Background: an optimization exercise with open tools, aiming at small area, a short achievable clock period and few clock cycles per item. Do not read the settings as production practice.
Only simulation tests tie the RTL to the original design; equivalence was not proved.

## flow/design.v (module list and top-level ports; edited modules follow where they fit)
// module hsg_ctrl: 90 lines
// module hsg_add: 38 lines
// module hsg_dpath: 169 lines
// module hsg_dpath2: 71 lines
// module halton_sequence_generator_unit: 105 lines
module halton_sequence_generator_unit #(
	parameter int DIMS       = 8,
	parameter int FRAC_WIDTH = 16
) (
	input  logic        clk,
	input  logic        arst_n,
	input  logic        s_tvalid,
	output logic        s_tready,
	input  logic [15:0] s_tdata,    
	output logic        m_tvalid,
	input  logic        m_tready,
	output logic [71:0] m_tdata,    
	output logic [0:0]  m_tuser,    
	output logic        m_tlast,
	input  logic        cfg_valid,
	output logic        cfg_ready,
	input  logic [3:0]  cfg_data    
);
  // ...
==> flow/run.sh <==
#!/bin/bash
# synth_recipe.tcl (not shown) runs the flow's synth.tcl, then flattens the netlist and writes it again
# the make line also repeats each setting of config.mk as NAME=value (left out here)
make -C /OpenROAD-flow-scripts/flow DESIGN_CONFIG=/design/flow/config.mk WORK_HOME=/design/flow/orfs CLKGATE_MAP_FILE= SYNTH_SCRIPT=/design/flow/synth_recipe.tcl finish
==> flow/config.mk <==
export PLATFORM = sky130hd
export DESIGN_NAME = halton_sequence_generator_unit
export DESIGN_NICKNAME = halton_sequence_generator_unit
export VERILOG_FILES = /design/flow/design.v
export SDC_FILE = /design/flow/constraint.sdc
export NUM_CORES = 4
export LEC_CHECK = 0
export CAP_MARGIN = 20
export CORE_MARGIN = 2
export CORE_UTILIZATION = 55
export SLEW_MARGIN = 20
==> flow/constraint.sdc <==
create_clock -name core_clock -period 10.0 [get_ports {clk}]
set_input_delay 2.0000 -clock core_clock [delete_from_list [all_inputs] [get_ports {clk}]]
set_output_delay 2.0000 -clock core_clock [all_outputs]
set_load 0.01 [all_outputs]
==> notes.md, run 1 <==
Synth Instances=4,055; invs w/o clock=181; WL met1=48,300 um; met3 WL post-DR=7180 um; Setup Skew=24.5 ps; I/O pin count=102; status=no timing/DRC/antenna violations; mapped cell area=36,700 um^2; GR met2 Demand/Resource=0.494; Post-synth EDFFs=146; FF-to-FF path depth=15; worst slew pin tran=1170 ps; slowest stage delay, CP=910 ps; Clock-cell share=0.0515; RSZ-0062 raised after global routing=no; top-count cell post-synth=nand2_1; DR DRC count=0; Core ar.=65,900 um^2; CTS root buf=clkbuf_16; leading cell types by count after synthesis=403 x nand2_1, 399 x nor2_1, 317 x ha_1, 257 x o21ai_0, 245 x a21oi_1; layout cells sized above 1=0.0619; Initial DRC Count=3,159; largest area contributor in the netlist=dfrtp_1; CTS tree=done; M3 GR Usage=0.0416; vias=30,964; Synth Area in Adders=0.168; Max Fclk=0.201 GHz; drt total wl=109,000 um; placed insts=4,788; beginning of the worst hold path=u_dim6.done_q$_SDFFE_PP0P_; max_cap viols=0; Final WS setup=5030 ps; Hold Path Stages=2; Yosys reg bits=521; fraction of area in registers=0.325; Yosys cell types=106; critical path launch point type=register
Testbench counts, summed over its fixed seeds: cycles 3,136, items 384.
==> module hsg_ctrl, before the edit <==
module hsg_ctrl (
	input  logic                          clk,
	input  logic                          arst_n,
	input  logic                          s_tvalid,
	output logic                          s_tready,
	input  logic [15:0]                   s_tdata,
	input  logic                          cfg_valid,
	output logic                          cfg_ready,
	input  logic [hsg_pkg::ACTIVE_W-1:0]  cfg_data,
	input  logic                          m_tready,
	input  logic [7:0]                    hold,      
	input  logic [7:0]                    taken,     
	output logic                          n_valid,
	output logic                          n_rst,
	output logic [7:0]                    n_s,
	output logic [3:0]                    n_c,
	output logic                          m_tvalid,
	output logic                          m_tlast,
	output logic [2:0]                    q,         
	output logic                          load,      
	output logic                          adv,       
	output logic [7:0]                    xfer_d
);
	logic [hsg_pkg::ACTIVE_W-1:0] active_q;
	logic        nv_q, noc_q;
	logic [12:0] n_q;
	logic        cv_q;
	logic [3:0]  cc_q;
	logic [2:0]  q_q;
	logic        ov_q, ol_q;
	logic        accept, last, claim, free;
	logic [3:0]  cap;
	assign cfg_ready = 1'b1;
	assign s_tready  = !nv_q;
	assign accept    = s_tvalid && !nv_q;
	assign cap       = (active_q > 4'd8) ? 4'd8 : active_q;
	assign adv      = !ov_q || m_tready;
	assign load     = adv && cv_q && hold[q_q];
	assign last     = ({1'b0, q_q} == (cc_q - 4'd1));
	assign xfer_d   = load ? (8'd1 << q_q) : 8'd0;
	assign claim    = nv_q && !noc_q && (!cv_q || (load && last));
	assign free     = nv_q && (&taken) && (noc_q || claim);
	always_ff @(posedge clk or negedge arst_n) begin
		if (!arst_n) begin
			active_q <= hsg_pkg::ACTIVE_RESET;
			nv_q     <= 1'b0;
			noc_q    <= 1'b0;
			cv_q     <= 1'b0;
			q_q      <= 3'd0;
			ov_q     <= 1'b0;
		end else begin
			if (cfg_valid)
				active_q <= cfg_data;
			if (accept) begin
				nv_q  <= 1'b1;
				noc_q <= 1'b0;
			end else if (free) begin
				nv_q  <= 1'b0;
			end else if (claim) begin
				noc_q <= 1'b1;
			end
			if (claim) begin
				cv_q <= (n_q[12:9] != 4'd0);
				q_q  <= 3'd0;
			end else if (load) begin
				cv_q <= !last;
				q_q  <= last ? 3'd0 : q_q + 3'd1;
			end
			if (load)
				ov_q <= 1'b1;
			else if (m_tready)
				ov_q <= 1'b0;
		end
	end
	always_ff @(posedge clk) begin
		if (accept)
			n_q <= {cap, s_tdata[8:1], s_tdata[0]};
		if (claim)
			cc_q <= n_q[12:9];
		if (adv)
			ol_q <= last;
	end
	assign n_valid = nv_q;
	assign n_rst   = n_q[0];
	assign n_s     = n_q[8:1];
	assign n_c     = n_q[12:9];
	assign m_tvalid = ov_q;
	assign m_tlast  = ol_q;
	assign q       = q_q;
endmodule
==> module hsg_add, before the edit <==
module hsg_add #(
	parameter int W = 16
) (
	input  logic [W-1:0] a,
	input  logic [W-1:0] b,
	input  logic [W-1:0] c,
	input  logic [W-1:0] d,
	output logic [W-1:0] y
);
	localparam int L = $clog2(W);
	logic [W-1:0] s1, c1, s2, c2, u, v;
	assign s1 = a ^ b ^ c;
	assign c1 = ((a & b) | (a & c) | (b & c)) << 1;
	assign s2 = s1 ^ c1 ^ d;
	assign c2 = ((s1 & c1) | (s1 & d) | (c1 & d)) << 1;
	assign u  = s2;
	assign v  = c2;
	logic [W-1:0] g [L+1];
	logic [W-1:0] p [L+1];
	assign g[0] = u & v;
	assign p[0] = u ^ v;
	genvar l, i;
	generate
		for (l = 1; l <= L; l++) begin : g_lvl
			for (i = 0; i < W; i++) begin : g_bit
				if (((i >> (l - 1)) & 1) == 1) begin : g_node
					localparam int J = ((i >> (l - 1)) << (l - 1)) - 1;
					assign g[l][i] = g[l-1][i] | (p[l-1][i] & g[l-1][J]);
					assign p[l][i] = p[l-1][i] & p[l-1][J];
				end else begin : g_pass
					assign g[l][i] = g[l-1][i];
					assign p[l][i] = p[l-1][i];
				end
			end
		end
	endgenerate
	assign y = p[0] ^ {g[L][W-2:0], 1'b0};
endmodule
==> module hsg_dpath2, before the edit <==
module hsg_dpath2 (
	input  logic         clk,
	input  logic         arst_n,
	input  logic         n_valid,
	input  logic         n_rst,
	input  logic [7:0]   n_s,
	input  logic [3:0]   n_c,
	input  logic         xfer,
	output logic         hold,
	output logic         taken,
	output logic [14:0]  num,
	output logic [3:0]   k,
	output logic         ovf
);
	logic        hold_q, took_q, ovf_q;
	logic [14:0] n_q;
	logic [3:0]  k_q;
	logic        act, start;
	logic [15:0] sum;
	logic [3:0]  len;
	assign act   = (n_c != 4'd0);
	assign start = !hold_q && n_valid && !took_q;
	hsg_add #(.W(16)) u_add (.a({1'b0, n_rst ? 15'd0 : n_q}), .b({8'd0, n_s}), .c(16'd0), .d(16'd0), .y(sum));
	always_comb begin
		len = 4'd0;
		for (int i = 0; i < 15; i++)
			if (sum[i])
				len = 4'(i + 1);
	end
	always_ff @(posedge clk or negedge arst_n) begin
		if (!arst_n) begin
			hold_q <= 1'b0;
			took_q <= 1'b0;
			n_q    <= 15'd0;
			k_q    <= 4'd0;
			ovf_q  <= 1'b0;
		end else begin
			took_q <= n_valid && (took_q || start);
			if (start && act)
				hold_q <= 1'b1;
			if (hold_q && xfer)
				hold_q <= 1'b0;
			if (start && n_rst) begin
				n_q   <= 15'd0;
				k_q   <= 4'd0;
				ovf_q <= 1'b0;
			end
			if (start && act && !(ovf_q && !n_rst)) begin
				if (sum[15]) begin
					n_q   <= 15'h7fff;
					k_q   <= 4'd15;
					ovf_q <= 1'b1;
				end else begin
					n_q   <= sum[14:0];
					k_q   <= len;
				end
			end
		end
	end
	always_comb begin
		num = 15'd0;
		for (int t = 0; t < 15; t++)
			for (int b = 0; b < 15; b++)
				if (32'(k_q) == b + t + 1)
					num[t] = n_q[b];
	end
	assign hold  = hold_q;
	assign taken = took_q || start;
	assign k     = k_q;
	assign ovf   = ovf_q;
endmodule
==> inputs of run 2 (changes only) <==
--- a/flow/design.v
+++ b/flow/design.v
@@ -267,3 +267,3 @@
 	endfunction
-	function automatic logic [10:0] gnorm9(input logic [5:0] x);
+	function automatic logic [20:0] gnorm9(input logic [5:0] x);
 		gnorm9[0] = (x == 6'd1) ||
@@ -272,2 +272,3 @@
 			(x == 6'd7) ||
+			(x == 6'd8) ||
 			(x == 6'd10) ||
@@ -276,2 +277,3 @@
 			(x == 6'd16) ||
+			(x == 6'd17) ||
 			(x == 6'd19) ||
@@ -280,2 +282,3 @@
 			(x == 6'd25) ||
+			(x == 6'd26) ||
 			(x == 6'd28) ||
@@ -283,3 +286,4 @@
 			(x == 6'd32) ||
-			(x == 6'd34);
+			(x == 6'd34) ||
+			(x == 6'd35);
 		gnorm9[1] = (x == 6'd1) ||
@@ -288,2 +292,3 @@
 			(x == 6'd6) ||
+			(x == 6'd8) ||
 			(x == 6'd10) ||
@@ -292,2 +297,3 @@
 			(x == 6'd15) ||
+			(x == 6'd17) ||
 			(x == 6'd19) ||
@@ -296,2 +302,3 @@
 			(x == 6'd24) ||
+			(x == 6'd26) ||
 			(x == 6'd28) ||
@@ -299,3 +306,4 @@
 			(x == 6'd32) ||
-			(x == 6'd33);
+			(x == 6'd33) ||
+			(x == 6'd35);
 		gnorm9[2] = (x == 6'd2) ||
@@ -304,2 +312,3 @@
 			(x == 6'd7) ||
+			(x == 6'd8) ||
 			(x == 6'd11) ||
@@ -308,2 +317,3 @@
 			(x == 6'd16) ||
+			(x == 6'd17) ||
 			(x == 6'd20) ||
@@ -312,2 +322,3 @@
 			(x == 6'd25) ||
+			(x == 6'd26) ||
 			(x == 6'd29) ||
@@ -315,3 +326,4 @@
 			(x == 6'd32) ||
-			(x == 6'd34);
+			(x == 6'd34) ||
+			(x == 6'd35);
 		gnorm9[3] = (x == 6'd8) ||
@@ -320,3 +332,47 @@
 			(x == 6'd35);
-		gnorm9[4] = (x == 6'd1) ||
+		gnorm9[4] = 1'b0;
+		gnorm9[5] = 1'b0;
+		gnorm9[6] = 1'b0;
+		gnorm9[7] = (x == 6'd1) ||
+			(x == 6'd2) ||
+			(x == 6'd3) ||
+			(x == 6'd4) ||
+			(x == 6'd5) ||
+			(x == 6'd6) ||
+			(x == 6'd7) ||
+			(x == 6'd8) ||
+			(x == 6'd10) ||
+			(x == 6'd11) ||
+			(x == 6'd12) ||
+			(x == 6'd13) ||
+			(x == 6'd14) ||
+			(x == 6'd15) ||
+			(x == 6'd16) ||
+			(x == 6'd17) ||
+			(x == 6'd19) ||
+			(x == 6'd20) ||
+			(x == 6'd21) ||
+			(x == 6'd22) ||
+			(x == 6'd23) ||
+			(x == 6'd24) ||
+			(x == 6'd25) ||
+			(x == 6'd26) ||
+			(x == 6'd28) ||
+			(x == 6'd29) ||
+			(x == 6'd30) ||
+			(x == 6'd31) ||
+			(x == 6'd32) ||
+			(x == 6'd33) ||
+			(x == 6'd34) ||
+			(x == 6'd35);
+		gnorm9[8] = 1'b0;
+		gnorm9[9] = 1'b0;
+		gnorm9[10] = (x == 6'd2) ||
+			(x == 6'd11) ||
+			(x == 6'd20) ||
+			(x == 6'd29);
+		gnorm9[11] = 1'b0;
+		gnorm9[12] = 1'b0;
+		gnorm9[13] = 1'b0;
+		gnorm9[14] = (x == 6'd1) ||
 			(x == 6'd3) ||
@@ -336,3 +392,3 @@
 			(x == 6'd34);
-		gnorm9[5] = (x == 6'd2) ||
+		gnorm9[15] = (x == 6'd2) ||
 			(x == 6'd3) ||
@@ -352,3 +408,3 @@
 			(x == 6'd34);
-		gnorm9[6] = (x == 6'd4) ||
+		gnorm9[16] = (x == 6'd4) ||
 			(x == 6'd5) ||
@@ -368,3 +424,3 @@
 			(x == 6'd34);
-		gnorm9[7] = (x == 6'd8) ||
+		gnorm9[17] = (x == 6'd8) ||
 			(x == 6'd17) ||
@@ -372,3 +428,3 @@
 			(x == 6'd35);
-		gnorm9[8] = (x == 6'd0) ||
+		gnorm9[18] = (x == 6'd0) ||
 			(x == 6'd1) ||
@@ -384,3 +440,3 @@
 			(x == 6'd29);
-		gnorm9[9] = (x == 6'd9) ||
+		gnorm9[19] = (x == 6'd9) ||
 			(x == 6'd10) ||
@@ -402,3 +458,3 @@
 			(x == 6'd35);
-		gnorm9[10] = (x == 6'd18) ||
+		gnorm9[20] = (x == 6'd18) ||
 			(x == 6'd19) ||
@@ -483,140 +539,272 @@
 	endfunction
-	function automatic logic [12:0] gnorm25(input logic [5:0] x);
-		gnorm25[0] = (x == 6'd1) ||
-			(x == 6'd3) ||
+	function automatic logic [21:0] gnorm25(input logic [5:0] x);
+		gnorm25[0] = (x == 6'd0) ||
+			(x == 6'd2) ||
+			(x == 6'd4) ||
+			(x == 6'd6) ||
+			(x == 6'd8) ||
+			(x == 6'd10) ||
+			(x == 6'd12) ||
+			(x == 6'd14) ||
+			(x == 6'd16) ||
+			(x == 6'd18) ||
+			(x == 6'd20) ||
+			(x == 6'd22) ||
+			(x == 6'd24) ||
+			(x == 6'd25) ||
+			(x == 6'd27) ||
+			(x == 6'd29) ||
+			(x == 6'd31) ||
+			(x == 6'd33) ||
+			(x == 6'd35) ||
+			(x == 6'd37) ||
+			(x == 6'd39) ||
+			(x == 6'd41) ||
+			(x == 6'd43) ||
+			(x == 6'd45) ||
+			(x == 6'd47) ||
+			(x == 6'd49) ||
+			(x == 6'd50) ||
+			(x == 6'd52) ||
+			(x == 6'd54) ||
+			(x == 6'd56) ||
+			(x == 6'd58) ||
+			(x == 6'd60) ||
+			(x == 6'd62);
+		gnorm25[1] = (x == 6'd1) ||
+			(x == 6'd2) ||
 			(x == 6'd5) ||
-			(x == 6'd7) ||
+			(x == 6'd6) ||
 			(x == 6'd9) ||
-			(x == 6'd11) ||
+			(x == 6'd10) ||
 			(x == 6'd13) ||
-			(x == 6'd15) ||
+			(x == 6'd14) ||
 			(x == 6'd17) ||
-			(x == 6'd19) ||
+			(x == 6'd18) ||
 			(x == 6'd21) ||
-			(x == 6'd23) ||
+			(x == 6'd22) ||
 			(x == 6'd26) ||
-			(x == 6'd28) ||
+			(x == 6'd27) ||
 			(x == 6'd30) ||
-			(x == 6'd32) ||
+			(x == 6'd31) ||
 			(x == 6'd34) ||
-			(x == 6'd36) ||
+			(x == 6'd35) ||
 			(x == 6'd38) ||
-			(x == 6'd40) ||
+			(x == 6'd39) ||
 			(x == 6'd42) ||
-			(x == 6'd44) ||
+			(x == 6'd43) ||
 			(x == 6'd46) ||
-			(x == 6'd48) ||
+			(x == 6'd47) ||
 			(x == 6'd51) ||
-			(x == 6'd53) ||
+			(x == 6'd52) ||
 			(x == 6'd55) ||
-			(x == 6'd57) ||
+			(x == 6'd56) ||
 			(x == 6'd59) ||
-			(x == 6'd61) ||
+			(x == 6'd60) ||
 			(x == 6'd63);
-		gnorm25[1] = (x == 6'd2) ||
-			(x == 6'd3) ||
+		gnorm25[2] = (x == 6'd1) ||
+			(x == 6'd4) ||
 			(x == 6'd6) ||
 			(x == 6'd7) ||
-			(x == 6'd10) ||
-			(x == 6'd11) ||
+			(x == 6'd9) ||
+			(x == 6'd12) ||
 			(x == 6'd14) ||
 			(x == 6'd15) ||
-			(x == 6'd18) ||
-			(x == 6'd19) ||
+			(x == 6'd17) ||
+			(x == 6'd20) ||
 			(x == 6'd22) ||
 			(x == 6'd23) ||
-			(x == 6'd27) ||
-			(x == 6'd28) ||
+			(x == 6'd26) ||
+			(x == 6'd29) ||
 			(x == 6'd31) ||
 			(x == 6'd32) ||
-			(x == 6'd35) ||
-			(x == 6'd36) ||
+			(x == 6'd34) ||
+			(x == 6'd37) ||
 			(x == 6'd39) ||
 			(x == 6'd40) ||
-			(x == 6'd43) ||
-			(x == 6'd44) ||
+			(x == 6'd42) ||
+			(x == 6'd45) ||
 			(x == 6'd47) ||
 			(x == 6'd48) ||
-			(x == 6'd52) ||
-			(x == 6'd53) ||
+			(x == 6'd51) ||
+			(x == 6'd54) ||
 			(x == 6'd56) ||
 			(x == 6'd57) ||
-			(x == 6'd60) ||
-			(x == 6'd61);
-		gnorm25[2] = (x == 6'd1) ||
-			(x == 6'd3) ||
-			(x == 6'd4) ||
-			(x == 6'd6) ||
-			(x == 6'd9) ||
+			(x == 6'd59) ||
+			(x == 6'd62);
+		gnorm25[3] = (x == 6'd2) ||
+			(x == 6'd7) ||
 			(x == 6'd11) ||
 			(x == 6'd12) ||
-			(x == 6'd14) ||
+			(x == 6'd16) ||
 			(x == 6'd17) ||
 			(x == 6'd19) ||
-			(x == 6'd20) ||
+			(x == 6'd21) ||
 			(x == 6'd22) ||
-			(x == 6'd26) ||
-			(x == 6'd28) ||
-			(x == 6'd29) ||
-			(x == 6'd31) ||
-			(x == 6'd34) ||
+			(x == 6'd24) ||
+			(x == 6'd27) ||
+			(x == 6'd32) ||
 			(x == 6'd36) ||
 			(x == 6'd37) ||
-			(x == 6'd39) ||
+			(x == 6'd41) ||
 			(x == 6'd42) ||
 			(x == 6'd44) ||
-			(x == 6'd45) ||
+			(x == 6'd46) ||
 			(x == 6'd47) ||
-			(x == 6'd51) ||
+			(x == 6'd49) ||
+			(x == 6'd52) ||
+			(x == 6'd57) ||
+			(x == 6'd61) ||
+			(x == 6'd62);
+		gnorm25[4] = (x == 6'd3) ||
+			(x == 6'd4) ||
+			(x == 6'd8) ||
+			(x == 6'd9) ||
+			(x == 6'd13) ||
+			(x == 6'd14) ||
+			(x == 6'd18) ||
+			(x == 6'd19) ||
+			(x == 6'd23) ||
+			(x == 6'd24) ||
+			(x == 6'd28) ||
+			(x == 6'd29) ||
+			(x == 6'd33) ||
+			(x == 6'd34) ||
+			(x == 6'd38) ||
+			(x == 6'd39) ||
+			(x == 6'd43) ||
+			(x == 6'd44) ||
+			(x == 6'd48) ||
+			(x == 6'd49) ||
 			(x == 6'd53) ||
 			(x == 6'd54) ||
-			(x == 6'd56) ||
+			(x == 6'd58) ||
 			(x == 6'd59) ||
-			(x == 6'd61) ||
-			(x == 6'd62);
-		gnorm25[3] = (x == 6'd2) ||
+			(x == 6'd63);
+		gnorm25[5] = 1'b0;
+		gnorm25[6] = 1'b0;
+		gnorm25[7] = (x == 6'd1) ||
 			(x == 6'd3) ||
+			(x == 6'd4) ||
+			(x == 6'd5) ||
+			(x == 6'd6) ||
 			(x == 6'd7) ||
+			(x == 6'd8) ||
+			(x == 6'd9) ||
+			(x == 6'd10) ||
+			(x == 6'd11) ||
 			(x == 6'd12) ||
+			(x == 6'd13) ||
+			(x == 6'd14) ||
+			(x == 6'd15) ||
 			(x == 6'd16) ||
 			(x == 6'd17) ||
+			(x == 6'd18) ||
+			(x == 6'd19) ||
+			(x == 6'd20) ||
 			(x == 6'd21) ||
 			(x == 6'd22) ||
+			(x == 6'd23) ||
 			(x == 6'd24) ||
-			(x == 6'd27) ||
+			(x == 6'd26) ||
 			(x == 6'd28) ||
+			(x == 6'd29) ||
+			(x == 6'd30) ||
+			(x == 6'd31) ||
 			(x == 6'd32) ||
+			(x == 6'd33) ||
+			(x == 6'd34) ||
+			(x == 6'd35) ||
+			(x == 6'd36) ||
 			(x == 6'd37) ||
+			(x == 6'd38) ||
+			(x == 6'd39) ||
+			(x == 6'd40) ||
 			(x == 6'd41) ||
 			(x == 6'd42) ||
+			(x == 6'd43) ||
+			(x == 6'd44) ||
+			(x == 6'd45) ||
 			(x == 6'd46) ||
 			(x == 6'd47) ||
+			(x == 6'd48) ||
 			(x == 6'd49) ||
-			(x == 6'd52) ||
+			(x == 6'd51) ||
 			(x == 6'd53) ||
+			(x == 6'd54) ||
+			(x == 6'd55) ||
+			(x == 6'd56) ||
 			(x == 6'd57) ||
-			(x == 6'd62);
-		gnorm25[4] = (x == 6'd4) ||
+			(x == 6'd58) ||
+			(x == 6'd59) ||
+			(x == 6'd60) ||
+			(x == 6'd61) ||
+			(x == 6'd62) ||
+			(x == 6'd63);
+		gnorm25[8] = (x == 6'd2) ||
+			(x == 6'd3) ||
+			(x == 6'd4) ||
+			(x == 6'd5) ||
+			(x == 6'd6) ||
+			(x == 6'd7) ||
 			(x == 6'd8) ||
 			(x == 6'd9) ||
+			(x == 6'd10) ||
+			(x == 6'd11) ||
+			(x == 6'd12) ||
 			(x == 6'd13) ||
 			(x == 6'd14) ||
+			(x == 6'd15) ||
+			(x == 6'd16) ||
+			(x == 6'd17) ||
 			(x == 6'd18) ||
 			(x == 6'd19) ||
+			(x == 6'd20) ||
+			(x == 6'd21) ||
+			(x == 6'd22) ||
 			(x == 6'd23) ||
 			(x == 6'd24) ||
+			(x == 6'd27) ||
+			(x == 6'd28) ||
 			(x == 6'd29) ||
+			(x == 6'd30) ||
+			(x == 6'd31) ||
+			(x == 6'd32) ||
 			(x == 6'd33) ||
 			(x == 6'd34) ||
+			(x == 6'd35) ||
+			(x == 6'd36) ||
+			(x == 6'd37) ||
 			(x == 6'd38) ||
 			(x == 6'd39) ||
+			(x == 6'd40) ||
+			(x == 6'd41) ||
+			(x == 6'd42) ||
 			(x == 6'd43) ||
 			(x == 6'd44) ||
+			(x == 6'd45) ||
+			(x == 6'd46) ||
+			(x == 6'd47) ||
 			(x == 6'd48) ||
 			(x == 6'd49) ||
+			(x == 6'd52) ||
+			(x == 6'd53) ||
 			(x == 6'd54) ||
+			(x == 6'd55) ||
+			(x == 6'd56) ||
+			(x == 6'd57) ||
 			(x == 6'd58) ||
 			(x == 6'd59) ||
+			(x == 6'd60) ||
+			(x == 6'd61) ||
+			(x == 6'd62) ||
 			(x == 6'd63);
-		gnorm25[5] = (x == 6'd1) ||
+		gnorm25[9] = 1'b0;
+		gnorm25[10] = 1'b0;
+		gnorm25[11] = 1'b0;
+		gnorm25[12] = (x == 6'd4) ||
+			(x == 6'd29) ||
+			(x == 6'd54);
+		gnorm25[13] = 1'b0;
+		gnorm25[14] = (x == 6'd1) ||
 			(x == 6'd3) ||
@@ -651,3 +839,3 @@
 			(x == 6'd63);
-		gnorm25[6] = (x == 6'd2) ||
+		gnorm25[15] = (x == 6'd2) ||
 			(x == 6'd3) ||
@@ -681,3 +869,3 @@
 			(x == 6'd61);
-		gnorm25[7] = (x == 6'd4) ||
+		gnorm25[16] = (x == 6'd4) ||
 			(x == 6'd5) ||
@@ -711,3 +899,3 @@
 			(x == 6'd63);
-		gnorm25[8] = (x == 6'd8) ||
+		gnorm25[17] = (x == 6'd8) ||
 			(x == 6'd9) ||
@@ -735,3 +923,3 @@
 			(x == 6'd63);
-		gnorm25[9] = (x == 6'd16) ||
+		gnorm25[18] = (x == 6'd16) ||
 			(x == 6'd17) ||
@@ -753,3 +941,3 @@
 			(x == 6'd49);
-		gnorm25[10] = (x == 6'd0) ||
+		gnorm25[19] = (x == 6'd0) ||
 			(x == 6'd1) ||
@@ -768,3 +956,3 @@
 			(x == 6'd54);
-		gnorm25[11] = (x == 6'd25) ||
+		gnorm25[20] = (x == 6'd25) ||
 			(x == 6'd26) ||
@@ -793,3 +981,3 @@
 			(x == 6'd49);
-		gnorm25[12] = (x == 6'd50) ||
+		gnorm25[21] = (x == 6'd50) ||
 			(x == 6'd51) ||
@@ -864,3 +1052,3 @@
 	endfunction
-	function automatic logic [8:0] gnorm7(input logic [5:0] x);
+	function automatic logic [19:0] gnorm7(input logic [5:0] x);
 		gnorm7[0] = (x == 6'd1) ||
@@ -901,3 +1089,14 @@
 			(x == 6'd27);
-		gnorm7[3] = (x == 6'd1) ||
+		gnorm7[3] = 1'b0;
+		gnorm7[4] = 1'b0;
+		gnorm7[5] = 1'b0;
+		gnorm7[6] = 1'b0;
+		gnorm7[7] = 1'b0;
+		gnorm7[8] = 1'b0;
+		gnorm7[9] = 1'b0;
+		gnorm7[10] = 1'b0;
+		gnorm7[11] = 1'b0;
+		gnorm7[12] = 1'b0;
+		gnorm7[13] = 1'b0;
+		gnorm7[14] = (x == 6'd1) ||
 			(x == 6'd3) ||
@@ -913,3 +1112,3 @@
 			(x == 6'd26);
-		gnorm7[4] = (x == 6'd2) ||
+		gnorm7[15] = (x == 6'd2) ||
 			(x == 6'd3) ||
@@ -925,3 +1124,3 @@
 			(x == 6'd27);
-		gnorm7[5] = (x == 6'd4) ||
+		gnorm7[16] = (x == 6'd4) ||
 			(x == 6'd5) ||
@@ -937,3 +1136,3 @@
 			(x == 6'd27);
-		gnorm7[6] = (x == 6'd0) ||
+		gnorm7[17] = (x == 6'd0) ||
 			(x == 6'd1) ||
@@ -965,3 +1164,3 @@
 			(x == 6'd27);
-		gnorm7[7] = (x == 6'd7) ||
+		gnorm7[18] = (x == 6'd7) ||
 			(x == 6'd8) ||
@@ -979,3 +1178,3 @@
 			(x == 6'd27);
-		gnorm7[8] = (x == 6'd14) ||
+		gnorm7[19] = (x == 6'd14) ||
 			(x == 6'd15) ||
@@ -1056,3 +1255,3 @@
 	endfunction
-	function automatic logic [10:0] gnorm11(input logic [5:0] x);
+	function automatic logic [20:0] gnorm11(input logic [5:0] x);
 		gnorm11[0] = (x == 6'd1) ||
@@ -1077,6 +1276,30 @@
 			(x == 6'd42);
-		gnorm11[1] = (x == 6'd2) ||
+		gnorm11[1] = (x == 6'd0) ||
+			(x == 6'd1) ||
+			(x == 6'd4) ||
+			(x == 6'd5) ||
+			(x == 6'd8) ||
+			(x == 6'd9) ||
+			(x == 6'd11) ||
+			(x == 6'd12) ||
+			(x == 6'd15) ||
+			(x == 6'd16) ||
+			(x == 6'd19) ||
+			(x == 6'd20) ||
+			(x == 6'd22) ||
+			(x == 6'd23) ||
+			(x == 6'd26) ||
+			(x == 6'd27) ||
+			(x == 6'd30) ||
+			(x == 6'd31) ||
+			(x == 6'd33) ||
+			(x == 6'd34) ||
+			(x == 6'd37) ||
+			(x == 6'd38) ||
+			(x == 6'd41) ||
+			(x == 6'd42);
+		gnorm11[2] = (x == 6'd2) ||
 			(x == 6'd3) ||
-			(x == 6'd6) ||
-			(x == 6'd7) ||
+			(x == 6'd4) ||
+			(x == 6'd5) ||
 			(x == 6'd10) ||
@@ -1084,4 +1307,4 @@
 			(x == 6'd14) ||
-			(x == 6'd17) ||
-			(x == 6'd18) ||
+			(x == 6'd15) ||
+			(x == 6'd16) ||
 			(x == 6'd21) ||
@@ -1089,4 +1312,4 @@
 			(x == 6'd25) ||
-			(x == 6'd28) ||
-			(x == 6'd29) ||
+			(x == 6'd26) ||
+			(x == 6'd27) ||
 			(x == 6'd32) ||
@@ -1094,24 +1317,12 @@
 			(x == 6'd36) ||
-			(x == 6'd39) ||
-			(x == 6'd40) ||
-			(x == 6'd43);
-		gnorm11[2] = (x == 6'd4) ||
-			(x == 6'd5) ||
-			(x == 6'd6) ||
-			(x == 6'd7) ||
-			(x == 6'd15) ||
-			(x == 6'd16) ||
-			(x == 6'd17) ||
-			(x == 6'd18) ||
-			(x == 6'd26) ||
-			(x == 6'd27) ||
-			(x == 6'd28) ||
-			(x == 6'd29) ||
 			(x == 6'd37) ||
 			(x == 6'd38) ||
-			(x == 6'd39) ||
-			(x == 6'd40);
-		gnorm11[3] = (x == 6'd8) ||
+			(x == 6'd43);
+		gnorm11[3] = (x == 6'd6) ||
+			(x == 6'd7) ||
+			(x == 6'd8) ||
 			(x == 6'd9) ||
 			(x == 6'd10) ||
+			(x == 6'd17) ||
+			(x == 6'd18) ||
 			(x == 6'd19) ||
@@ -1119,2 +1330,4 @@
 			(x == 6'd21) ||
+			(x == 6'd28) ||
+			(x == 6'd29) ||
 			(x == 6'd30) ||
@@ -1122,2 +1335,4 @@
 			(x == 6'd32) ||
+			(x == 6'd39) ||
+			(x == 6'd40) ||
 			(x == 6'd41) ||
@@ -1125,3 +1340,13 @@
 			(x == 6'd43);
-		gnorm11[4] = (x == 6'd1) ||
+		gnorm11[4] = 1'b0;
+		gnorm11[5] = 1'b0;
+		gnorm11[6] = 1'b0;
+		gnorm11[7] = 1'b0;
+		gnorm11[8] = 1'b0;
+		gnorm11[9] = 1'b0;
+		gnorm11[10] = 1'b0;
+		gnorm11[11] = 1'b0;
+		gnorm11[12] = 1'b0;
+		gnorm11[13] = 1'b0;
+		gnorm11[14] = (x == 6'd1) ||
 			(x == 6'd3) ||
@@ -1145,3 +1370,3 @@
 			(x == 6'd42);
-		gnorm11[5] = (x == 6'd2) ||
+		gnorm11[15] = (x == 6'd2) ||
 			(x == 6'd3) ||
@@ -1165,3 +1390,3 @@
 			(x == 6'd43);
-		gnorm11[6] = (x == 6'd4) ||
+		gnorm11[16] = (x == 6'd4) ||
 			(x == 6'd5) ||
@@ -1181,3 +1406,3 @@
 			(x == 6'd40);
-		gnorm11[7] = (x == 6'd8) ||
+		gnorm11[17] = (x == 6'd8) ||
 			(x == 6'd9) ||
@@ -1193,3 +1418,3 @@
 			(x == 6'd43);
-		gnorm11[8] = (x == 6'd0) ||
+		gnorm11[18] = (x == 6'd0) ||
 			(x == 6'd1) ||
@@ -1237,3 +1462,3 @@
 			(x == 6'd43);
-		gnorm11[9] = (x == 6'd11) ||
+		gnorm11[19] = (x == 6'd11) ||
 			(x == 6'd12) ||
@@ -1259,3 +1484,3 @@
 			(x == 6'd43);
-		gnorm11[10] = (x == 6'd22) ||
+		gnorm11[20] = (x == 6'd22) ||
 			(x == 6'd23) ||
@@ -1342,3 +1567,3 @@
 	endfunction
-	function automatic logic [10:0] gnorm13(input logic [5:0] x);
+	function automatic logic [20:0] gnorm13(input logic [5:0] x);
 		gnorm13[0] = (x == 6'd1) ||
@@ -1367,47 +1592,61 @@
 			(x == 6'd50);
-		gnorm13[1] = (x == 6'd2) ||
+		gnorm13[1] = (x == 6'd0) ||
+			(x == 6'd1) ||
+			(x == 6'd4) ||
+			(x == 6'd5) ||
+			(x == 6'd8) ||
+			(x == 6'd9) ||
+			(x == 6'd12) ||
+			(x == 6'd13) ||
+			(x == 6'd14) ||
+			(x == 6'd17) ||
+			(x == 6'd18) ||
+			(x == 6'd21) ||
+			(x == 6'd22) ||
+			(x == 6'd25) ||
+			(x == 6'd26) ||
+			(x == 6'd27) ||
+			(x == 6'd30) ||
+			(x == 6'd31) ||
+			(x == 6'd34) ||
+			(x == 6'd35) ||
+			(x == 6'd38) ||
+			(x == 6'd39) ||
+			(x == 6'd40) ||
+			(x == 6'd43) ||
+			(x == 6'd44) ||
+			(x == 6'd47) ||
+			(x == 6'd48) ||
+			(x == 6'd51);
+		gnorm13[2] = (x == 6'd2) ||
 			(x == 6'd3) ||
-			(x == 6'd6) ||
-			(x == 6'd7) ||
+			(x == 6'd4) ||
+			(x == 6'd5) ||
 			(x == 6'd10) ||
 			(x == 6'd11) ||
+			(x == 6'd12) ||
 			(x == 6'd15) ||
 			(x == 6'd16) ||
-			(x == 6'd19) ||
-			(x == 6'd20) ||
+			(x == 6'd17) ||
+			(x == 6'd18) ||
 			(x == 6'd23) ||
 			(x == 6'd24) ||
+			(x == 6'd25) ||
 			(x == 6'd28) ||
 			(x == 6'd29) ||
-			(x == 6'd32) ||
-			(x == 6'd33) ||
+			(x == 6'd30) ||
+			(x == 6'd31) ||
 			(x == 6'd36) ||
 			(x == 6'd37) ||
+			(x == 6'd38) ||
 			(x == 6'd41) ||
 			(x == 6'd42) ||
-			(x == 6'd45) ||
-			(x == 6'd46) ||
-			(x == 6'd49) ||
-			(x == 6'd50);
-		gnorm13[2] = (x == 6'd4) ||
-			(x == 6'd5) ||
-			(x == 6'd6) ||
-			(x == 6'd7) ||
-			(x == 6'd12) ||
-			(x == 6'd17) ||
-			(x == 6'd18) ||
-			(x == 6'd19) ||
-			(x == 6'd20) ||
-			(x == 6'd25) ||
-			(x == 6'd30) ||
-			(x == 6'd31) ||
-			(x == 6'd32) ||
-			(x == 6'd33) ||
-			(x == 6'd38) ||
 			(x == 6'd43) ||
 			(x == 6'd44) ||
-			(x == 6'd45) ||
-			(x == 6'd46) ||
+			(x == 6'd49) ||
+			(x == 6'd50) ||
 			(x == 6'd51);
-		gnorm13[3] = (x == 6'd8) ||
+		gnorm13[3] = (x == 6'd6) ||
+			(x == 6'd7) ||
+			(x == 6'd8) ||
 			(x == 6'd9) ||
@@ -1416,2 +1655,4 @@
 			(x == 6'd12) ||
+			(x == 6'd19) ||
+			(x == 6'd20) ||
 			(x == 6'd21) ||
@@ -1421,2 +1662,4 @@
 			(x == 6'd25) ||
+			(x == 6'd32) ||
+			(x == 6'd33) ||
 			(x == 6'd34) ||
@@ -1426,2 +1669,4 @@
 			(x == 6'd38) ||
+			(x == 6'd45) ||
+			(x == 6'd46) ||
 			(x == 6'd47) ||
@@ -1431,3 +1676,13 @@
 			(x == 6'd51);
-		gnorm13[4] = (x == 6'd1) ||
+		gnorm13[4] = 1'b0;
+		gnorm13[5] = 1'b0;
+		gnorm13[6] = 1'b0;
+		gnorm13[7] = 1'b0;
+		gnorm13[8] = 1'b0;
+		gnorm13[9] = 1'b0;
+		gnorm13[10] = 1'b0;
+		gnorm13[11] = 1'b0;
+		gnorm13[12] = 1'b0;
+		gnorm13[13] = 1'b0;
+		gnorm13[14] = (x == 6'd1) ||
 			(x == 6'd3) ||
@@ -1455,3 +1710,3 @@
 			(x == 6'd50);
-		gnorm13[5] = (x == 6'd2) ||
+		gnorm13[15] = (x == 6'd2) ||
 			(x == 6'd3) ||
@@ -1479,3 +1734,3 @@
 			(x == 6'd50);
-		gnorm13[6] = (x == 6'd4) ||
+		gnorm13[16] = (x == 6'd4) ||
 			(x == 6'd5) ||
@@ -1499,3 +1754,3 @@
 			(x == 6'd51);
-		gnorm13[7] = (x == 6'd8) ||
+		gnorm13[17] = (x == 6'd8) ||
 			(x == 6'd9) ||
@@ -1519,3 +1774,3 @@
 			(x == 6'd51);
-		gnorm13[8] = (x == 6'd0) ||
+		gnorm13[18] = (x == 6'd0) ||
 			(x == 6'd1) ||
@@ -1571,3 +1826,3 @@
 			(x == 6'd51);
-		gnorm13[9] = (x == 6'd13) ||
+		gnorm13[19] = (x == 6'd13) ||
 			(x == 6'd14) ||
@@ -1597,3 +1852,3 @@
 			(x == 6'd51);
-		gnorm13[10] = (x == 6'd26) ||
+		gnorm13[20] = (x == 6'd26) ||
 			(x == 6'd27) ||
@@ -1687,3 +1942,3 @@
 	endfunction
-	function automatic logic [12:0] gnorm17(input logic [5:0] x);
+	function automatic logic [21:0] gnorm17(input logic [5:0] x);
 		gnorm17[0] = (x == 6'd1) ||
@@ -1696,2 +1951,3 @@
 			(x == 6'd15) ||
+			(x == 6'd16) ||
 			(x == 6'd18) ||
@@ -1704,2 +1960,3 @@
 			(x == 6'd32) ||
+			(x == 6'd33) ||
 			(x == 6'd35) ||
@@ -1712,2 +1969,3 @@
 			(x == 6'd49) ||
+			(x == 6'd50) ||
 			(x == 6'd52) ||
@@ -1726,2 +1984,3 @@
 			(x == 6'd15) ||
+			(x == 6'd16) ||
 			(x == 6'd19) ||
@@ -1734,2 +1993,3 @@
 			(x == 6'd32) ||
+			(x == 6'd33) ||
 			(x == 6'd36) ||
@@ -1742,2 +2002,3 @@
 			(x == 6'd49) ||
+			(x == 6'd50) ||
 			(x == 6'd53) ||
@@ -1756,2 +2017,3 @@
 			(x == 6'd15) ||
+			(x == 6'd16) ||
 			(x == 6'd21) ||
@@ -1764,2 +2026,3 @@
 			(x == 6'd32) ||
+			(x == 6'd33) ||
 			(x == 6'd38) ||
@@ -1772,2 +2035,3 @@
 			(x == 6'd49) ||
+			(x == 6'd50) ||
 			(x == 6'd55) ||
@@ -1785,2 +2049,3 @@
 			(x == 6'd15) ||
+			(x == 6'd16) ||
 			(x == 6'd25) ||
@@ -1793,2 +2058,3 @@
 			(x == 6'd32) ||
+			(x == 6'd33) ||
 			(x == 6'd42) ||
@@ -1801,2 +2067,3 @@
 			(x == 6'd49) ||
+			(x == 6'd50) ||
 			(x == 6'd59) ||
@@ -1809,3 +2076,12 @@
 			(x == 6'd50);
-		gnorm17[5] = (x == 6'd1) ||
+		gnorm17[5] = 1'b0;
+		gnorm17[6] = 1'b0;
+		gnorm17[7] = 1'b0;
+		gnorm17[8] = 1'b0;
+		gnorm17[9] = 1'b0;
+		gnorm17[10] = 1'b0;
+		gnorm17[11] = 1'b0;
+		gnorm17[12] = 1'b0;
+		gnorm17[13] = 1'b0;
+		gnorm17[14] = (x == 6'd1) ||
 			(x == 6'd3) ||
@@ -1839,3 +2115,3 @@
 			(x == 6'd62);
-		gnorm17[6] = (x == 6'd2) ||
+		gnorm17[15] = (x == 6'd2) ||
 			(x == 6'd3) ||
@@ -1869,3 +2145,3 @@
 			(x == 6'd62);
-		gnorm17[7] = (x == 6'd4) ||
+		gnorm17[16] = (x == 6'd4) ||
 			(x == 6'd5) ||
@@ -1898,3 +2174,3 @@
 			(x == 6'd63);
-		gnorm17[8] = (x == 6'd8) ||
+		gnorm17[17] = (x == 6'd8) ||
 			(x == 6'd9) ||
@@ -1927,6 +2203,6 @@
 			(x == 6'd63);
-		gnorm17[9] = (x == 6'd16) ||
+		gnorm17[18] = (x == 6'd16) ||
 			(x == 6'd33) ||
 			(x == 6'd50);
-		gnorm17[10] = (x == 6'd0) ||
+		gnorm17[19] = (x == 6'd0) ||
 			(x == 6'd1) ||
@@ -1994,3 +2270,3 @@
 			(x == 6'd63);
-		gnorm17[11] = (x == 6'd17) ||
+		gnorm17[20] = (x == 6'd17) ||
 			(x == 6'd18) ||
@@ -2024,3 +2300,3 @@
 			(x == 6'd63);
-		gnorm17[12] = (x == 6'd34) ||
+		gnorm17[21] = (x == 6'd34) ||
 			(x == 6'd35) ||
@@ -2115,67 +2391,88 @@
 	endfunction
-	function automatic logic [12:0] gnorm19(input logic [5:0] x);
-		gnorm19[0] = (x == 6'd1) ||
-			(x == 6'd3) ||
-			(x == 6'd5) ||
-			(x == 6'd7) ||
-			(x == 6'd9) ||
-			(x == 6'd11) ||
-			(x == 6'd13) ||
+	function automatic logic [21:0] gnorm19(input logic [5:0] x);
+		gnorm19[0] = (x == 6'd0) ||
+			(x == 6'd2) ||
+			(x == 6'd4) ||
+			(x == 6'd6) ||
+			(x == 6'd8) ||
+			(x == 6'd10) ||
+			(x == 6'd12) ||
+			(x == 6'd14) ||
 			(x == 6'd15) ||
+			(x == 6'd16) ||
 			(x == 6'd17) ||
-			(x == 6'd20) ||
-			(x == 6'd22) ||
-			(x == 6'd24) ||
-			(x == 6'd26) ||
-			(x == 6'd28) ||
-			(x == 6'd30) ||
-			(x == 6'd32) ||
+			(x == 6'd18) ||
+			(x == 6'd19) ||
+			(x == 6'd21) ||
+			(x == 6'd23) ||
+			(x == 6'd25) ||
+			(x == 6'd27) ||
+			(x == 6'd29) ||
+			(x == 6'd31) ||
+			(x == 6'd33) ||
 			(x == 6'd34) ||
+			(x == 6'd35) ||
 			(x == 6'd36) ||
-			(x == 6'd39) ||
-			(x == 6'd41) ||
-			(x == 6'd43) ||
-			(x == 6'd45) ||
-			(x == 6'd47) ||
-			(x == 6'd49) ||
-			(x == 6'd51) ||
+			(x == 6'd37) ||
+			(x == 6'd38) ||
+			(x == 6'd40) ||
+			(x == 6'd42) ||
+			(x == 6'd44) ||
+			(x == 6'd46) ||
+			(x == 6'd48) ||
+			(x == 6'd50) ||
+			(x == 6'd52) ||
 			(x == 6'd53) ||
+			(x == 6'd54) ||
 			(x == 6'd55) ||
-			(x == 6'd58) ||
-			(x == 6'd60) ||
-			(x == 6'd62);
-		gnorm19[1] = (x == 6'd2) ||
-			(x == 6'd3) ||
+			(x == 6'd56) ||
+			(x == 6'd57) ||
+			(x == 6'd59) ||
+			(x == 6'd61) ||
+			(x == 6'd63);
+		gnorm19[1] = (x == 6'd1) ||
+			(x == 6'd2) ||
+			(x == 6'd5) ||
 			(x == 6'd6) ||
-			(x == 6'd7) ||
+			(x == 6'd9) ||
 			(x == 6'd10) ||
-			(x == 6'd11) ||
+			(x == 6'd13) ||
 			(x == 6'd14) ||
 			(x == 6'd15) ||
+			(x == 6'd16) ||
+			(x == 6'd17) ||
 			(x == 6'd18) ||
+			(x == 6'd20) ||
 			(x == 6'd21) ||
-			(x == 6'd22) ||
+			(x == 6'd24) ||
 			(x == 6'd25) ||
-			(x == 6'd26) ||
+			(x == 6'd28) ||
 			(x == 6'd29) ||
-			(x == 6'd30) ||
+			(x == 6'd32) ||
 			(x == 6'd33) ||
 			(x == 6'd34) ||
+			(x == 6'd35) ||
+			(x == 6'd36) ||
 			(x == 6'd37) ||
+			(x == 6'd39) ||
 			(x == 6'd40) ||
-			(x == 6'd41) ||
+			(x == 6'd43) ||
 			(x == 6'd44) ||
-			(x == 6'd45) ||
+			(x == 6'd47) ||
 			(x == 6'd48) ||
-			(x == 6'd49) ||
+			(x == 6'd51) ||
 			(x == 6'd52) ||
 			(x == 6'd53) ||
+			(x == 6'd54) ||
+			(x == 6'd55) ||
 			(x == 6'd56) ||
+			(x == 6'd58) ||
 			(x == 6'd59) ||
-			(x == 6'd60) ||
+			(x == 6'd62) ||
 			(x == 6'd63);
-		gnorm19[2] = (x == 6'd4) ||
+		gnorm19[2] = (x == 6'd3) ||
+			(x == 6'd4) ||
 			(x == 6'd5) ||
 			(x == 6'd6) ||
-			(x == 6'd7) ||
+			(x == 6'd11) ||
 			(x == 6'd12) ||
@@ -2184,2 +2481,6 @@
 			(x == 6'd15) ||
+			(x == 6'd16) ||
+			(x == 6'd17) ||
+			(x == 6'd18) ||
+			(x == 6'd22) ||
 			(x == 6'd23) ||
@@ -2187,3 +2488,3 @@
 			(x == 6'd25) ||
-			(x == 6'd26) ||
+			(x == 6'd30) ||
 			(x == 6'd31) ||
@@ -2192,2 +2493,6 @@
 			(x == 6'd34) ||
+			(x == 6'd35) ||
+			(x == 6'd36) ||
+			(x == 6'd37) ||
+			(x == 6'd41) ||
 			(x == 6'd42) ||
@@ -2195,3 +2500,3 @@
 			(x == 6'd44) ||
-			(x == 6'd45) ||
+			(x == 6'd49) ||
 			(x == 6'd50) ||
@@ -2200,2 +2505,6 @@
 			(x == 6'd53) ||
+			(x == 6'd54) ||
+			(x == 6'd55) ||
+			(x == 6'd56) ||
+			(x == 6'd60) ||
 			(x == 6'd61) ||
@@ -2203,3 +2512,4 @@
 			(x == 6'd63);
-		gnorm19[3] = (x == 6'd8) ||
+		gnorm19[3] = (x == 6'd7) ||
+			(x == 6'd8) ||
 			(x == 6'd9) ||
@@ -2211,2 +2521,6 @@
 			(x == 6'd15) ||
+			(x == 6'd16) ||
+			(x == 6'd17) ||
+			(x == 6'd18) ||
+			(x == 6'd26) ||
 			(x == 6'd27) ||
@@ -2219,2 +2533,6 @@
 			(x == 6'd34) ||
+			(x == 6'd35) ||
+			(x == 6'd36) ||
+			(x == 6'd37) ||
+			(x == 6'd45) ||
 			(x == 6'd46) ||
@@ -2226,4 +2544,16 @@
 			(x == 6'd52) ||
-			(x == 6'd53);
-		gnorm19[4] = (x == 6'd16) ||
+			(x == 6'd53) ||
+			(x == 6'd54) ||
+			(x == 6'd55) ||
+			(x == 6'd56);
+		gnorm19[4] = (x == 6'd15) ||
+			(x == 6'd17) ||
+			(x == 6'd18) ||
+			(x == 6'd34) ||
+			(x == 6'd36) ||
+			(x == 6'd37) ||
+			(x == 6'd53) ||
+			(x == 6'd55) ||
+			(x == 6'd56);
+		gnorm19[5] = (x == 6'd16) ||
 			(x == 6'd17) ||
@@ -2236,3 +2566,13 @@
 			(x == 6'd56);
-		gnorm19[5] = (x == 6'd1) ||
+		gnorm19[6] = (x == 6'd18) ||
+			(x == 6'd37) ||
+			(x == 6'd56);
+		gnorm19[7] = 1'b0;
+		gnorm19[8] = 1'b0;
+		gnorm19[9] = 1'b0;
+		gnorm19[10] = 1'b0;
+		gnorm19[11] = 1'b0;
+		gnorm19[12] = 1'b0;
+		gnorm19[13] = 1'b0;
+		gnorm19[14] = (x == 6'd1) ||
 			(x == 6'd3) ||
@@ -2266,3 +2606,3 @@
 			(x == 6'd62);
-		gnorm19[6] = (x == 6'd2) ||
+		gnorm19[15] = (x == 6'd2) ||
 			(x == 6'd3) ||
@@ -2296,3 +2636,3 @@
 			(x == 6'd63);
-		gnorm19[7] = (x == 6'd4) ||
+		gnorm19[16] = (x == 6'd4) ||
 			(x == 6'd5) ||
@@ -2323,3 +2663,3 @@
 			(x == 6'd63);
-		gnorm19[8] = (x == 6'd8) ||
+		gnorm19[17] = (x == 6'd8) ||
 			(x == 6'd9) ||
@@ -2347,3 +2687,3 @@
 			(x == 6'd53);
-		gnorm19[9] = (x == 6'd16) ||
+		gnorm19[18] = (x == 6'd16) ||
 			(x == 6'd17) ||
@@ -2356,3 +2696,3 @@
 			(x == 6'd56);
-		gnorm19[10] = (x == 6'd0) ||
+		gnorm19[19] = (x == 6'd0) ||
 			(x == 6'd1) ||
@@ -2420,3 +2760,3 @@
 			(x == 6'd63);
-		gnorm19[11] = (x == 6'd19) ||
+		gnorm19[20] = (x == 6'd19) ||
 			(x == 6'd20) ||
@@ -2446,3 +2786,3 @@
 			(x == 6'd63);
-		gnorm19[12] = (x == 6'd38) ||
+		gnorm19[21] = (x == 6'd38) ||
 			(x == 6'd39) ||
@@ -2493,2 +2833,3 @@
 	output logic [2:0]                    q,         
+	output logic [7:0]                    qh,        
 	output logic                          load,      
@@ -2501,5 +2842,5 @@
 	logic        cv_q;
-	logic [3:0]  cc_q;
 	logic [2:0]  q_q;
-	logic        ov_q, ol_q;
+	logic        ov_q, ol_q, sr_q;
+	logic [7:0]  qh_q, ls_q;     
 	logic        accept, last, claim, free;
@@ -2507,3 +2848,3 @@
 	assign cfg_ready = 1'b1;
-	assign s_tready  = !nv_q;
+	assign s_tready  = sr_q;
 	assign accept    = s_tvalid && !nv_q;
@@ -2511,5 +2852,5 @@
 	assign adv      = !ov_q || m_tready;
-	assign load     = adv && cv_q && hold[q_q];
-	assign last     = ({1'b0, q_q} == (cc_q - 4'd1));
-	assign xfer_d   = load ? (8'd1 << q_q) : 8'd0;
+	assign load     = adv && cv_q && |(hold & qh_q);
+	assign last     = |(qh_q & ls_q);
+	assign xfer_d   = load ? qh_q : 8'd0;
 	assign claim    = nv_q && !noc_q && (!cv_q || (load && last));
@@ -2523,3 +2864,5 @@
 			q_q      <= 3'd0;
+			qh_q     <= 8'd1;
 			ov_q     <= 1'b0;
+			sr_q     <= 1'b1;
 		end else begin
@@ -2527,2 +2870,3 @@
 				active_q <= cfg_data;
+			sr_q <= !(accept || (nv_q && !free));
 			if (accept) begin
@@ -2538,2 +2882,3 @@
 				q_q  <= 3'd0;
+				qh_q <= 8'd1;
 			end else if (load) begin
@@ -2541,2 +2886,3 @@
 				q_q  <= last ? 3'd0 : q_q + 3'd1;
+				qh_q <= last ? 8'd1 : {qh_q[6:0], qh_q[7]};
 			end
@@ -2552,3 +2898,3 @@
 		if (claim)
-			cc_q <= n_q[12:9];
+			ls_q <= (n_q[12:9] == 4'd0) ? 8'd0 : (8'd1 << (n_q[11:9] - 3'd1));
 		if (adv)
@@ -2563,5 +2909,7 @@
 	assign q       = q_q;
+	assign qh      = qh_q;
 endmodule
 module hsg_add #(
-	parameter int W = 16
+	parameter int W = 16,
+	parameter int N = 2
 ) (
@@ -2570,3 +2918,3 @@
 	input  logic [W-1:0] c,
-	input  logic [W-1:0] d,
+	input  logic         cin,
 	output logic [W-1:0] y
@@ -2574,12 +2922,15 @@
 	localparam int L = $clog2(W);
-	logic [W-1:0] s1, c1, s2, c2, u, v;
-	assign s1 = a ^ b ^ c;
-	assign c1 = ((a & b) | (a & c) | (b & c)) << 1;
-	assign s2 = s1 ^ c1 ^ d;
-	assign c2 = ((s1 & c1) | (s1 & d) | (c1 & d)) << 1;
-	assign u  = s2;
-	assign v  = c2;
+	logic [W-1:0] u, v;
+	generate
+		if (N == 3) begin : g_csa
+			assign u = a ^ b ^ c;
+			assign v = ((a & b) | (a & c) | (b & c)) << 1;
+		end else begin : g_two
+			assign u = a;
+			assign v = b;
+		end
+	endgenerate
 	logic [W-1:0] g [L+1];
 	logic [W-1:0] p [L+1];
-	assign g[0] = u & v;
+	assign g[0] = (u & v) | {{(W-1){1'b0}}, cin & (u[0] ^ v[0])};
 	assign p[0] = u ^ v;
@@ -2600,3 +2951,3 @@
 	endgenerate
-	assign y = p[0] ^ {g[L][W-2:0], 1'b0};
+	assign y = p[0] ^ {g[L][W-2:0], cin};
 endmodule
@@ -2638,3 +2989,3 @@
 	logic            ovf_q;
-	logic [DB-1:0]   x_q;       
+	logic [6:0]      x_q;       
 	logic            part_q;    
@@ -2651,5 +3002,7 @@
 	logic             one_dig;
-	logic [DB-1:0]    r, xr;
+	logic [DB-1:0]    r;
+	logic [6:0]       hf, hp;    
 	logic [ND*DB-1:0] hd;
-	assign t       = (DB+2)'(ring_q[DB-1:0]) + (DB+2)'(sh_q[DB-1:0]) + (DB+2)'(cy_q);
+	hsg_add #(.W(DB+2), .N(3)) u_tadd (
+		.a((DB+2)'(ring_q[DB-1:0])), .b((DB+2)'(sh_q[DB-1:0])), .c((DB+2)'(cy_q)), .cin(1'b0), .y(t));
 	logic [5:0]       t6;
@@ -2659,23 +3012,26 @@
 			assign hd = hsg_pkg::hdig9(n_s[7:4]);
-			assign {co, one_dig, r, xr} = hsg_pkg::gnorm9(t6);
+			assign {co, one_dig, r, hp, hf} = hsg_pkg::gnorm9(t6);
 		end else if (B == 25) begin : g_t25
 			assign hd = hsg_pkg::hdig25(n_s[7:4]);
-			assign {co, one_dig, r, xr} = hsg_pkg::gnorm25(t6);
+			assign {co, one_dig, r, hp, hf} = hsg_pkg::gnorm25(t6);
 		end else if (B == 7) begin : g_t7
 			assign hd = hsg_pkg::hdig7(n_s[7:4]);
-			assign {co, one_dig, r, xr} = hsg_pkg::gnorm7(t6);
+			assign {co, one_dig, r, hp, hf} = hsg_pkg::gnorm7(t6);
 		end else if (B == 11) begin : g_t11
 			assign hd = hsg_pkg::hdig11(n_s[7:4]);
-			assign {co, one_dig, r, xr} = hsg_pkg::gnorm11(t6);
+			assign {co, one_dig, r, hp, hf} = hsg_pkg::gnorm11(t6);
 		end else if (B == 13) begin : g_t13
 			assign hd = hsg_pkg::hdig13(n_s[7:4]);
-			assign {co, one_dig, r, xr} = hsg_pkg::gnorm13(t6);
+			assign {co, one_dig, r, hp, hf} = hsg_pkg::gnorm13(t6);
 		end else if (B == 17) begin : g_t17
 			assign hd = hsg_pkg::hdig17(n_s[7:4]);
-			assign {co, one_dig, r, xr} = hsg_pkg::gnorm17(t6);
+			assign {co, one_dig, r, hp, hf} = hsg_pkg::gnorm17(t6);
 		end else begin : g_t19
 			assign hd = hsg_pkg::hdig19(n_s[7:4]);
-			assign {co, one_dig, r, xr} = hsg_pkg::gnorm19(t6);
+			assign {co, one_dig, r, hp, hf} = hsg_pkg::gnorm19(t6);
 		end
 	endgenerate
+	logic [3:0] k_full, k_part;
+	assign k_full = 4'(E) * (4'(j_q) + 4'd1);
+	assign k_part = 4'(E) * 4'(j_q) + 4'd1;
 	logic done_now, last, ovf_now, part;
@@ -2686,25 +3042,44 @@
 	assign part     = (E == 2) && done_now && one_dig;
-	logic [W-1:0] op_a, op_b, op_c, op_d, acc_new;
+	logic [W-1:0] op_a, op_b, op_c, acc_new;
+	logic         op_ci;
 	generate
 		if (B == 9) begin : g_h9
-			assign op_a = part_q ? (acc_q << 1) : (acc_q << 3);
-			assign op_b = acc_q;
-			assign op_c = W'(x_q);
-			assign op_d = '0;
+			assign op_a  = part_q ? ((acc_q << 1) | W'(x_q[0])) : ((acc_q << 3) | W'(x_q[2:0]));
+			assign op_b  = acc_q;
+			assign op_c  = '0;
+			assign op_ci = x_q[3];
 		end else if (B == 25) begin : g_h25
-			assign op_a = part_q ? (acc_q << 2) : (acc_q << 4);
-			assign op_b = part_q ? '0 : (acc_q << 3);
-			assign op_c = acc_q;
-			assign op_d = W'(x_q);
-		end else begin : g_h1
-			assign op_a = ((B >> 4) & 1) ? (acc_q << 4) : ((B >> 3) & 1) ? (acc_q << 3) : (acc_q << 2);
-			assign op_b = (B == 7)  ? (acc_q << 1) :
-			              (B == 11) ? (acc_q << 1) :
-			              (B == 13) ? (acc_q << 2) :
-			              (B == 19) ? (acc_q << 1) : '0;
-			assign op_c = acc_q;
-			assign op_d = W'(x_q);
+			assign op_a  = part_q ? ((acc_q << 2) | W'(x_q[1:0])) : ((acc_q << 5) | W'(x_q[4:0]));
+			assign op_b  = part_q ? '0 : ~(acc_q << 3);
+			assign op_c  = acc_q;
+			assign op_ci = x_q[5];
+		end else if (B == 7) begin : g_h7
+			assign op_a  = (acc_q << 3) | W'(x_q[2:0]);
+			assign op_b  = ~acc_q;
+			assign op_c  = '0;
+			assign op_ci = 1'b1;
+		end else if (B == 11) begin : g_h11
+			assign op_a  = (acc_q << 4) | W'(x_q[3:0]);
+			assign op_b  = ~(acc_q << 2);
+			assign op_c  = ~acc_q;
+			assign op_ci = 1'b0;
+		end else if (B == 13) begin : g_h13
+			assign op_a  = (acc_q << 4) | W'(x_q[3:0]);
+			assign op_b  = ~(acc_q << 1);
+			assign op_c  = ~acc_q;
+			assign op_ci = 1'b0;
+		end else if (B == 17) begin : g_h17
+			assign op_a  = (acc_q << 4) | W'(x_q[3:0]);
+			assign op_b  = acc_q;
+			assign op_c  = '0;
+			assign op_ci = x_q[4];
+		end else begin : g_h19
+			assign op_a  = (acc_q << 4) | W'(x_q[3:0]);
+			assign op_b  = (acc_q << 2) | W'(x_q[5:4]);
+			assign op_c  = ~acc_q;
+			assign op_ci = x_q[6];
 		end
 	endgenerate
-	hsg_add #(.W(W)) u_add (.a(op_a), .b(op_b), .c(op_c), .d(op_d), .y(acc_new));
+	localparam int HN = (B == 9 || B == 7 || B == 17) ? 2 : 3;
+	hsg_add #(.W(W), .N(HN)) u_add (.a(op_a), .b(op_b), .c(op_c), .cin(op_ci), .y(acc_new));
 	always_ff @(posedge clk or negedge arst_n) begin
@@ -2734,3 +3109,3 @@
 				if (done_now)
-					k_q <= (r == '0) ? 4'd0 : 4'(E * j_q) + (part ? 4'd1 : 4'(E));
+					k_q <= (r == '0) ? 4'd0 : part ? k_part : k_full;
 				if (ovf_now) begin
@@ -2745,3 +3120,3 @@
 		sat_q  <= step && ovf_now;
-		x_q    <= part ? r : xr;
+		x_q    <= part ? hp : hf;
 		part_q <= part;
@@ -2785,3 +3160,3 @@
 );
-	logic        hold_q, took_q, ovf_q;
+	logic        hold_q, took_q, ovf_q, len_q;
 	logic [14:0] n_q;
@@ -2792,4 +3167,4 @@
 	assign act   = (n_c != 4'd0);
-	assign start = !hold_q && n_valid && !took_q;
-	hsg_add #(.W(16)) u_add (.a({1'b0, n_rst ? 15'd0 : n_q}), .b({8'd0, n_s}), .c(16'd0), .d(16'd0), .y(sum));
+	assign start = !hold_q && !len_q && n_valid && !took_q;
+	hsg_add #(.W(16), .N(2)) u_add (.a({1'b0, n_q}), .b({8'd0, n_s}), .c(16'd0), .cin(1'b0), .y(sum));
 	always_comb begin
@@ -2797,3 +3172,3 @@
 		for (int i = 0; i < 15; i++)
-			if (sum[i])
+			if (n_q[i])
 				len = 4'(i + 1);
@@ -2803,2 +3178,3 @@
 			hold_q <= 1'b0;
+			len_q  <= 1'b0;
 			took_q <= 1'b0;
@@ -2809,4 +3185,7 @@
 			took_q <= n_valid && (took_q || start);
-			if (start && act)
+			len_q <= start && act;
+			if (len_q) begin
 				hold_q <= 1'b1;
+				k_q    <= len;
+			end
 			if (hold_q && xfer)
@@ -2818,6 +3197,7 @@
 			end
-			if (start && act && !(ovf_q && !n_rst)) begin
+			if (start && act && n_rst) begin
+				n_q   <= 15'(n_s);
+			end else if (start && act && !ovf_q) begin
 				if (sum[15]) begin
 					n_q   <= 15'h7fff;
-					k_q   <= 4'd15;
 					ovf_q <= 1'b1;
@@ -2825,3 +3205,2 @@
 					n_q   <= sum[14:0];
-					k_q   <= len;
 				end
@@ -2865,2 +3244,3 @@
 	logic [2:0] q;
+	logic [7:0] qh;
 	logic       load, adv;
@@ -2887,2 +3267,3 @@
 		.q         (q),
+		.qh        (qh),
 		.load      (load),
@@ -2936,2 +3317,15 @@
 	logic        oo_q;
+	logic [15:0] sel_num;
+	logic [3:0]  sel_k;
+	logic        sel_ovf;
+	always_comb begin
+		sel_num = '0;
+		sel_k   = '0;
+		sel_ovf = 1'b0;
+		for (int i = 0; i < 8; i++) begin
+			sel_num = sel_num | (num[i] & {16{qh[i]}});
+			sel_k   = sel_k | (k[i] & {4{qh[i]}});
+			sel_ovf = sel_ovf | (ovf[i] & qh[i]);
+		end
+	end
 	always_ff @(posedge clk) begin
@@ -2939,5 +3333,5 @@
 			od_q   <= q;
-			on_q   <= num[q];
-			oden_q <= hsg_pkg::den_of({q, k[q]});
-			oo_q   <= ovf[q];
+			on_q   <= sel_num;
+			oden_q <= hsg_pkg::den_of({q, sel_k});
+			oo_q   <= sel_ovf;
 		end
--- a/flow/config.mk
+++ b/flow/config.mk
@@ -10,2 +10,3 @@
 export CORE_UTILIZATION = 55
+export SETUP_SLACK_MARGIN = 5.0
 export SLEW_MARGIN = 20
==> notes.md, run 2 <==
Slew Limit Fails=0; vias=30,673 (-0.94%); max_cap viols=0 (unchanged); Initial DRC Count=3,241 (+2.6%); Max transition margin=0.252; beginning of the worst hold path=u_dim5.j_q[1]$_SDFFE_PP0P_; critical path capture point type=register; largest area contributor in the netlist=dfrtp_1; full die area=66,900 um^2; Worst Path Class, Setup=reg -> reg; Max Fclk=0.220 GHz (+9.1%); ANT nets after route=0; clk buf depth=3; initial antenna violation count=1; later-pin clock latency in the skew report=630 ps; FF-to-FF path depth=12 (-3); worst path cell trace=fa_1, ha_1, a21o_1, a21o_1, fa_2, clkinv_1, o41ai_1, a22oi_1, nor2_4, mux2_2, nand3_1, o311ai_0; post-synth top area share=0.146; I/O pin count=102 (unchanged); Setup Skew=23.5 ps (-1.03 ps); synthesis-to-layout area growth=8.57%; mapped cell area=35,700 um^2 (-2.8%); CTS H-tree lvls=2; Detailed Routing Iterations Pass 1=8; R2R Setup Slk=5450 ps; proportion of synthesized area in mux cells=0.0269; post-synthesis sequential area ratio=0.374; Core ar.=64,200 um^2 (-2.5%); die width=259 um; worst slew pin tran=1110 ps (-61.3 ps); Yosys reg bits=538 (+3.3%); most frequent cells in the layout=453 x nand2_1, 415 x nor2_1, 274 x o21ai_0; Via density=6.29; crit path max-delay cell type=fa_2; DR DRC count=0 (unchanged); critical path launch point type=register; status=no timing/DRC/antenna violations; ys async rst share=0.392; CP bufs+invs=1; Die Y=259 um; TritonCTS buffer count=61; Fin Setup TNS=0 ps; Post-synth EDFFs=150 (+2.7%); synth top area cells=dfrtp_1 15%, edfxtp_1 13%, dfxtp_1 9.9%; Hold Path Sink=u_dim5.j_q[1]$_SDFFE_PP0P_; layout cells sized above 1=0.0617 (-0.000251); global-route wire length before repair=166,000 um; All-Layer GR Usage=0.314; CTS root buf=clkbuf_16; RSZ-0062 raised after global routing=no; drt total wl=107,000 um (-2.4%); top-count cell post-synth=nand2_1; Hold WC Path Type=reg -> reg; post-route design area=38,700 um^2; Hold Buf Count CTS=0; DR WL/cell=21.9 um; crit path launch=u_dim2.cy_q[2]$_SDFFCE_PN0P_; Hold Path Stages=2 (unchanged); max FFs per register=20; leading cell types by count after synthesis=453 x nand2_1, 415 x nor2_1, 274 x o21ai_0, 264 x inv_1, 235 x a21oi_1; slowest stage delay, CP=830 ps (-80 ps); CTS tree=done; XOR/XNOR Fraction of Synth Area=0.0310; Yosys cell types=105 (-0.94%); Synth Instances=4,057 (+0.049%); FP Rows=93; Synth Area in Adders=0.126 (-0.0417); NumNets Final=4,285
==> run 2: cell count changes in the layout (fill, tap and decap cells not counted), sizes merged, moves of 20 or more <==
cell   before  now
ha        317  173
o21ai     264  284
a22oi      29   70
nand2     403  454
nand3     113   79
inv       186  273
nor2b      86   57
xnor2     105   73
==> run 2: metal layers <==
layer,GRT usage,share of wire,vias up
li1,-,-,14163
met1,0.445,0.44,15000
met2,0.491,0.45,1297
met3,0.0394,0.071,211
met4,0.120,0.039,2
met5,0,0.000094,-
==> run 2: worst max-delay path by stage <==
stage / end / slack [ps] / cells past startpoint
2_1_floorplan: u_ctrl.q_q[0]$_DFFE_PN0P_ / 5050 / 7
3_3_place_gp: u_ctrl.q_q[0]$_DFFE_PN0P_ / 5000 / 10
3_5_place_dp: u_ctrl.q_q[0]$_DFFE_PN0P_ / 4960 / 10
4_1_cts: u_dim7.k_q[3]$_DFF_PN0_ / 5090 / 11
5_1_grt: u_dim7.k_q[3]$_DFF_PN0_ / 5160 / 11
6_report: u_dim2.k_q[2]$_DFF_PN0_ / 5450 / 12
==> run 2: what timing repair did <==
item / in CTS / in global routing
gates resized for setup: 0 / 2
setup buffers: 0 / 0
setup endpoints to repair: 0 / 5
==> run 2: final cells by class <==
class	count	area, um^2
flip-flops and latches	538	13300
clock buffers	76	1730
inverters	277	1040
fillers	5634	25500
multi-input cells	2985	20200
clock inverters	38	444
well taps	855	1070
repair buffers	107	948
==> run 2: metrics by stage <==
| step | hold slack (ps) | instances | setup WS (ps) |
|---|---|---|---|
| CTS | 469 | 4876 | 5090 |
| global route | 488 | 4876 | 5160 |
| detailed placement | 449 | 4762 | 4960 |
| global placement | 451 | 4762 | 5000 |
| finish | 473 | 4876 | 5450 |
| floorplan | 402 | 4093 | 5050 |
==> run 2: kinds of logic (layout without fill, tap and decap cells) <==
family	count (synthesis)	after routing
XOR/XNOR	123	123
AO/OA/AOI/OAI	1118	1118
AND/OR/NAND/NOR	1328	1328
other	2	38
multiplexers	88	88
flip-flops	538	538
adder cells (fa/ha/maj)	290	290
buffers and inverters	570	498
==> run 2: tightest hold or removal path: cells and delay by family, from the launching register on <==
| kind | cells | cell delay [ps] |
|---|---|---|
| AOI/OAI and AO/OA | 1 | 50 |
| DFF | 1 | 320 |
| and+or+nand+nor | 1 | 50 |
Testbench counts of run 2, summed over its fixed seeds: cycles 3,136, items 384.

[afterwards: timing with drivers on the ports]
How much do the figures lean on ideal ports? The routed layouts below were timed once more, with nothing changed but the port constraints. Step 1: set_driving_cell puts a clkbuf_16 on clk and a buf_2 on each other input, an assumption about the parent block. Step 2 also shifts input and output timing later by t, the mid clock arrival at the registers, as if the neighbouring blocks saw the same clock. Three values: no drivers, after step 1, after step 2; two values: the first two.
run | t, ns | setup slack, ns
run 1 | 0.710 | 5.034 / 5.034 / 5.034
run 2 | 0.686 | 5.449 / 5.449 / 4.893
After both steps every run listed still meets setup and hold.
